This is an optimization exercise on Yosys and OpenROAD, whose aim is small area and a short achievable clock period, not a production implementation. At most, simulation tests tie the RTL to the original design; equivalence was not proved. Power and IR drop assume default switching activity.

Design spiMemory, start of the top module:
module spiMemory
(
    input  logic clk,
    input  logic reset,
    input  logic sclk,
    input  logic csN,
    input  logic mosi,
    output logic miso,
    output logic misoEnable
);
    spiPkg::spiPins       pins;
    spiPkg::ctrlStrobes   strobes;
    logic [dataWidth-1:0] parallelOut;
    logic [dataWidth-1:0] readData;
    logic                 rwBit;
    inputConditioner i_inputConditioner (
        .clk   (clk),
        .reset (reset),
        .sclk  (sclk),
        .csN   (csN),
        .mosi  (mosi),
        .pins  (pins)
    );
    assign rwBit = parallelOut[0];
    spiController i_spiController (
        .clk        (clk),
        .reset      (reset),
        .pins       (pins),
        .rwBit      (rwBit),
        .strobes    (strobes),
        .misoEnable (misoEnable)
    );
    shiftRegister i_shiftRegister (
        .clk         (clk),
        .reset       (reset),
        .pins        (pins),
        .strobes     (strobes),
        .parallelIn  (readData),
        .parallelOut (parallelOut),
        .miso        (miso)
    );
    dataMemory i_dataMemory (
        .clk      (clk),
        .pins     (pins),
        .strobes  (strobes),
        .busIn    (parallelOut),
        .readData (readData)
    );
endmodule
Settings: LEC_CHECK=0, CAP_MARGIN=20, CORE_MARGIN=2, CORE_UTILIZATION=50, CTS_BUF_LIST=sky130_fd_sc_hd__clkbuf_8, CTS_CLUSTER_DIAMETER=45, CTS_CLUSTER_SIZE=18, SETUP_SLACK_MARGIN=2.0, SLEW_MARGIN=20; clock period 4.0 ns.
run.sh (not shown) runs the stock make flow with config.mk's settings and CLKGATE_MAP_FILE= SYNTH_SCRIPT=/design/flow/synth_recipe.tcl, a recipe that flattens the netlist after the stock synthesis.
Edit:
- CORE_UTILIZATION: 50 -> 70
=> The new run stopped in global routing with GRT-0232; area after synthesis is unchanged; synthesized cell count stays the same.
Function was not checked in any run of this note: the RTL went through the layout flow alone.

Setup of run 1:
spiMemory, a different RTL version from the one above (not shown whole).
Size: roughly 1100 flip-flops, roughly 7 I/O pins, roughly 25000 um^2 of cells after synthesis.
==> flow/design.v (excerpt) <==
module spiMemory
(
    input  logic clk,
    input  logic reset,
    input  logic sclk,
    input  logic csN,
    input  logic mosi,
    output logic miso,
    output logic misoEnable
);
make LEC_CHECK=0 CAP_MARGIN=20 CORE_MARGIN=2 CORE_UTILIZATION=85 CTS_BUF_LIST=sky130_fd_sc_hd__clkbuf_8 CTS_CLUSTER_DIAMETER=45 CTS_CLUSTER_SIZE=18 SETUP_SLACK_MARGIN=2.2 SLEW_MARGIN=20 finish   # period 4.0 ns
Run 1 is listed as incomplete: the tool reported an error in detailed placement and the run ended there.
> inputs changed (run 1 -> run 2)
- swapping 2.2 for 2.3 in SETUP_SLACK_MARGIN
- swapping 45 for 40 in CTS_CLUSTER_DIAMETER
- swapping 18 for 20 in CTS_CLUSTER_SIZE
- swapping 85 for 75 in CORE_UTILIZATION
--- outcome ---
Run 2: full flow OK, the timing, DRC and antenna checks passed
Going from run 1 to run 2, net count after synthesis shows no meaningful change, vertical extent of the die shows an increase of about 6%.
From run 1 to run 2, synthesized cell count did not move at all.
Compared with run 1, in run 2 routability congestion estimate has increased, mean instance size in the synthesized netlist was more or less identical.
On run 2: chip width is 6.3% higher than what run 1 gave.
[inputs] run 3 vs run 2
- changing CTS_BUF_LIST from sky130_fd_sc_hd__clkbuf_8 to sky130_fd_sc_hd__clkbuf_16
- changing CTS_CLUSTER_SIZE from 20 to 40
- changing SETUP_SLACK_MARGIN from 2.3 to 2.2
[summary]
Run 2 finished every step from synthesis to the final layout, and the layout passed the timing, DRC and antenna checks. Seen in the log of run 3: DPL-0033 during clock tree synthesis, after which the run never completed. Run 3 vs. run 2: number of buffer cells added on primary ports comparable; number of standard cells after synthesis barely changed. For number of buffers inserted during clock tree synthesis, dividing the value from run 2 by the value from run 3 gives 1.06. Run 3 vs run 2: detailed-placement wirelength estimate down slightly. Comparing run 3 with run 2, the placed cell area came out essentially unchanged.

## build 95
Another version of the RTL of spiMemory (not shown whole).
Size: about 1800 cells after synthesis, ~1100 flip-flops, ~7 I/O pins, ~25000 sq um of cells after synthesis.
Design spiMemory, start of the top module:
module spiMemory
(
    input  logic clk,
    input  logic reset,
    input  logic sclk,
    input  logic csN,
    input  logic mosi,
    output logic miso,
    output logic misoEnable
);
export LEC_CHECK = 0
export ABC_AREA = 1
export CAP_MARGIN = 20
export CORE_MARGIN = 2
export CORE_UTILIZATION = 75
export CTS_BUF_LIST = sky130_fd_sc_hd__clkbuf_8
export CTS_CLUSTER_DIAMETER = 45
export CTS_CLUSTER_SIZE = 18
export SETUP_SLACK_MARGIN = 2.1
export SLEW_MARGIN = 20
create_clock -name core_clock -period 4.0 [get_ports {clk}]
standard.sh (not shown) runs the stock make flow with config.mk's settings and CLKGATE_MAP_FILE= SYNTH_SCRIPT=/design/flow/synth_recipe.tcl, a recipe that flattens the netlist after the stock synthesis.
==> flow/flow/run.sh <==
#!/bin/bash
# The standard layout, with a clock tree whose root and trunk use the strongest
# clock buffer; leaf clusters as in config.mk. Make's output goes to flow_make.log.
set -euo pipefail
export CTS_ARGS="-sink_clustering_enable -repair_clock_nets -sink_clustering_size 18 -sink_clustering_max_diameter 45 -buf_list sky130_fd_sc_hd__clkbuf_8 -root_buf sky130_fd_sc_hd__clkbuf_16 -tree_buf sky130_fd_sc_hd__clkbuf_16"
bash standard.sh finish > flow_make.log 2>&1
Build 95 finished every step from synthesis to the final layout, and the layout passed the timing, DRC and antenna checks.
Setup changes, build 95 to build 92
# build 95
export LEC_CHECK = 0
export ABC_AREA = 1
export CAP_MARGIN = 20
export CORE_MARGIN = 2
export CORE_UTILIZATION = 75
export CTS_BUF_LIST = sky130_fd_sc_hd__clkbuf_8
export CTS_CLUSTER_DIAMETER = 45
export CTS_CLUSTER_SIZE = 18
export SETUP_SLACK_MARGIN = 2.1
export SLEW_MARGIN = 20
create_clock -name core_clock -period 4.0 [get_ports {clk}]
# build 92
export LEC_CHECK = 0
export ABC_AREA = 0
export ABC_CLOCK_PERIOD_IN_PS = 1800
export CAP_MARGIN = 20
export CORE_MARGIN = 2
export CORE_UTILIZATION = 75
export CTS_BUF_LIST = sky130_fd_sc_hd__clkbuf_8
export CTS_CLUSTER_DIAMETER = 45
export CTS_CLUSTER_SIZE = 18
export SETUP_SLACK_MARGIN = 2.1
export SLEW_MARGIN = 20
create_clock -name core_clock -period 4.0 [get_ports {clk}]
[summary]
The initial antenna violation count reported for build 92 is greater than that of build 95 by 1. Global-route usage: build 92 vs build 95 up 1.1 points. Build 92 ends up with a number of gates on the worst path with buffers counted that is 5 higher than in build 95. Uppermost metal layer occupied by signal nets = met5: build 92; uppermost metal layer occupied by signal nets = met4: build 95. Taking build 95 as the reference, in build 92 total power saw a decrease, core occupancy in the finished layout saw an increase, maximum resistive drop on vdd saw an increase. Build 95 reports its master of the slowest instance on the critical path as sky130_fd_sc_hd__dfxtp_2 while build 92 reports sky130_fd_sc_hd__mux4_2. [compare] base=build 95 new=build 92: number of non-clock inverters moved down; count of clock-net buffers in the final layout +1; worst setup slack before clock tree synthesis has decreased.
Relative to build 92, the following input files were edited for build 59:
# build 92
export LEC_CHECK = 0
export ABC_AREA = 0
export ABC_CLOCK_PERIOD_IN_PS = 1800
export CAP_MARGIN = 20
export CORE_MARGIN = 2
export CORE_UTILIZATION = 75
export CTS_BUF_LIST = sky130_fd_sc_hd__clkbuf_8
export CTS_CLUSTER_DIAMETER = 45
export CTS_CLUSTER_SIZE = 18
export SETUP_SLACK_MARGIN = 2.1
export SLEW_MARGIN = 20
create_clock -name core_clock -period 4.0 [get_ports {clk}]
# build 59
export LEC_CHECK = 0
export ABC_AREA = 1
export ABC_CLOCK_PERIOD_IN_PS = 1800
export CAP_MARGIN = 20
export CORE_MARGIN = 2
export CORE_UTILIZATION = 75
export CTS_BUF_LIST = sky130_fd_sc_hd__clkbuf_8
export CTS_CLUSTER_DIAMETER = 45
export CTS_CLUSTER_SIZE = 18
export SETUP_SLACK_MARGIN = 2.1
export SLEW_MARGIN = 20
create_clock -name core_clock -period 4.0 [get_ports {clk}]
--- outcome ---
- Taking build 92 as the reference, in build 59 leakage component of the power up 3.0%; number of logic stages on the critical path including buffering fell 5; pin slew with the least headroom to its limit comparable; power density of the placed cells rose by 17 nW/um^2.
- Build 92 reports its dominant combinational cell family by area after synthesis as multiplexers while build 59 reports simple AND/OR/NAND/NOR gates.
- Top metal layer carrying routed signals = met5: build 92; top metal layer carrying routed signals = met4: build 59
- miso as the capture point of the critical path was reported by build 59, and i_dataMemory.heldData[7]$_DFFE_PP_ by build 92.
- Looking only at number of buffers and inverters on the critical path, and setting everything else aside, the higher value of build 59 and build 92 goes to build 92.
- Compared build 59 against build 92; worst relative slew slack within noise.
- The run showing the greater synthesized area is build 59.
The following lists how build 5 was set up differently from build 59:
# build 59
export LEC_CHECK = 0
export ABC_AREA = 1
export ABC_CLOCK_PERIOD_IN_PS = 1800
export CAP_MARGIN = 20
export CORE_MARGIN = 2
export CORE_UTILIZATION = 75
export CTS_BUF_LIST = sky130_fd_sc_hd__clkbuf_8
export CTS_CLUSTER_DIAMETER = 45
export CTS_CLUSTER_SIZE = 18
export SETUP_SLACK_MARGIN = 2.1
export SLEW_MARGIN = 20
create_clock -name core_clock -period 4.0 [get_ports {clk}]
# build 5
export LEC_CHECK = 0
export ABC_AREA = 1
export CAP_MARGIN = 20
export CORE_MARGIN = 2
export CORE_UTILIZATION = 75
export CTS_BUF_LIST = sky130_fd_sc_hd__clkbuf_8
export CTS_CLUSTER_DIAMETER = 45
export CTS_CLUSTER_SIZE = 18
export SETUP_SLACK_MARGIN = 2.4
export SLEW_MARGIN = 20
create_clock -name core_clock -period 4.0 [get_ports {clk}]
[summary]
- Worst-case setup slack after placement ended up 86 ps higher on build 5 than on build 59.
- The final reports for build 5 and build 59 show final cycle utilization of the critical path lower in the former.
- Build 5 vs. build 59: utilization picked up an extra 3.1 points, via total after detailed routing picked up an extra 3.9%, static leakage picked up an extra about 4%, stage delay of the slowest cell on the critical path neither gained nor lost much.
- Going from build 59 to build 5, power share of the combinational group went up 4.8 points, setup slack went up 15 ps, non-clock buffer count went up 32, proportion of cell area occupied by multi-input gates went up 1.2 points.
- Build 5 completed end to end with timing, DRC and antenna clean.
## Diff of input files: build 40 against build 5
# build 5
export LEC_CHECK = 0
export ABC_AREA = 1
export CAP_MARGIN = 20
export CORE_MARGIN = 2
export CORE_UTILIZATION = 75
export CTS_BUF_LIST = sky130_fd_sc_hd__clkbuf_8
export CTS_CLUSTER_DIAMETER = 45
export CTS_CLUSTER_SIZE = 18
export SETUP_SLACK_MARGIN = 2.4
export SLEW_MARGIN = 20
create_clock -name core_clock -period 4.0 [get_ports {clk}]
# build 40
export LEC_CHECK = 0
export ABC_AREA = 1
export CAP_MARGIN = 20
export CORE_MARGIN = 2
export CORE_UTILIZATION = 75
export CTS_BUF_LIST = sky130_fd_sc_hd__clkbuf_8
export CTS_CLUSTER_DIAMETER = 50
export CTS_CLUSTER_SIZE = 20
export SETUP_SLACK_MARGIN = 2.1
export SLEW_MARGIN = 20
create_clock -name core_clock -period 4.0 [get_ports {clk}]
==> flow/flow/run.sh <==
#!/bin/bash
# The standard layout, with a clock tree whose root and trunk use the strongest
# clock buffer; leaf clusters as in config.mk. Make's output goes to flow_make.log.
set -euo pipefail
export CTS_ARGS="-sink_clustering_enable -repair_clock_nets -sink_clustering_size 20 -sink_clustering_max_diameter 50 -buf_list sky130_fd_sc_hd__clkbuf_8 -root_buf sky130_fd_sc_hd__clkbuf_16 -tree_buf sky130_fd_sc_hd__clkbuf_16"
bash standard.sh finish > flow_make.log 2>&1
==> summary.txt <==
- Register fraction of the total cell area for build 40: 3.7 points up relative to build 5
- Diff build 5 -> build 40: part of the cycle the worst path needs now sits higher; internal cell power went down by about 7%; data arrival time of the critical path increased by 20 ps relative to the old numbers.
- Hold slack essentially unchanged between build 40 and build 5.
- Cell area down 1300 sq um in build 40 wrt build 5
- Of build 5 and build 40, the higher fraction of the core area covered by cells at the end of the flow belongs to build 5.

## separate check: timing with driven ports
The flow's constraints put no driver on any port. The routed layouts listed below were extracted and timed again, unchanged, in two steps. Step 1, drivers: a clkbuf_16 drives clk and a buf_2 each remaining input, both assumed. Step 2 times the ports against the registers' clock, not the clock port: input delays grow and output delays shrink by t, the midpoint of the rising clock arrivals with the driver on. a / b / c = ideal ports / drivers / drivers and shift; a / b = the first two.
run | t, ns | setup WS [ns] | worst hold slack (ns)
the first run of note 1 | 0.899 | 0.885 / 0.885 / 0.885 | 0.439 / 0.439 / 0.439
run 2 | 0.716 | 2.056 / 2.017 / 1.681 | 0.315 / 0.315 / 0.315
build 95 | 0.620 | 2.136 / 2.085 / 1.628 | 0.316 / 0.316 / 0.316
build 92 | 0.628 | 2.028 / 2.028 / 1.600 | 0.317 / 0.317 / 0.317
build 59 | 0.620 | 2.136 / 2.085 / 1.628 | 0.316 / 0.316 / 0.316
build 5 | 0.630 | 2.151 / 2.097 / 1.955 | 0.323 / 0.323 / 0.323
build 40 | 0.629 | 2.130 / 2.078 / 1.693 | 0.326 / 0.326 / 0.326
After both steps every run listed still meets setup and hold.
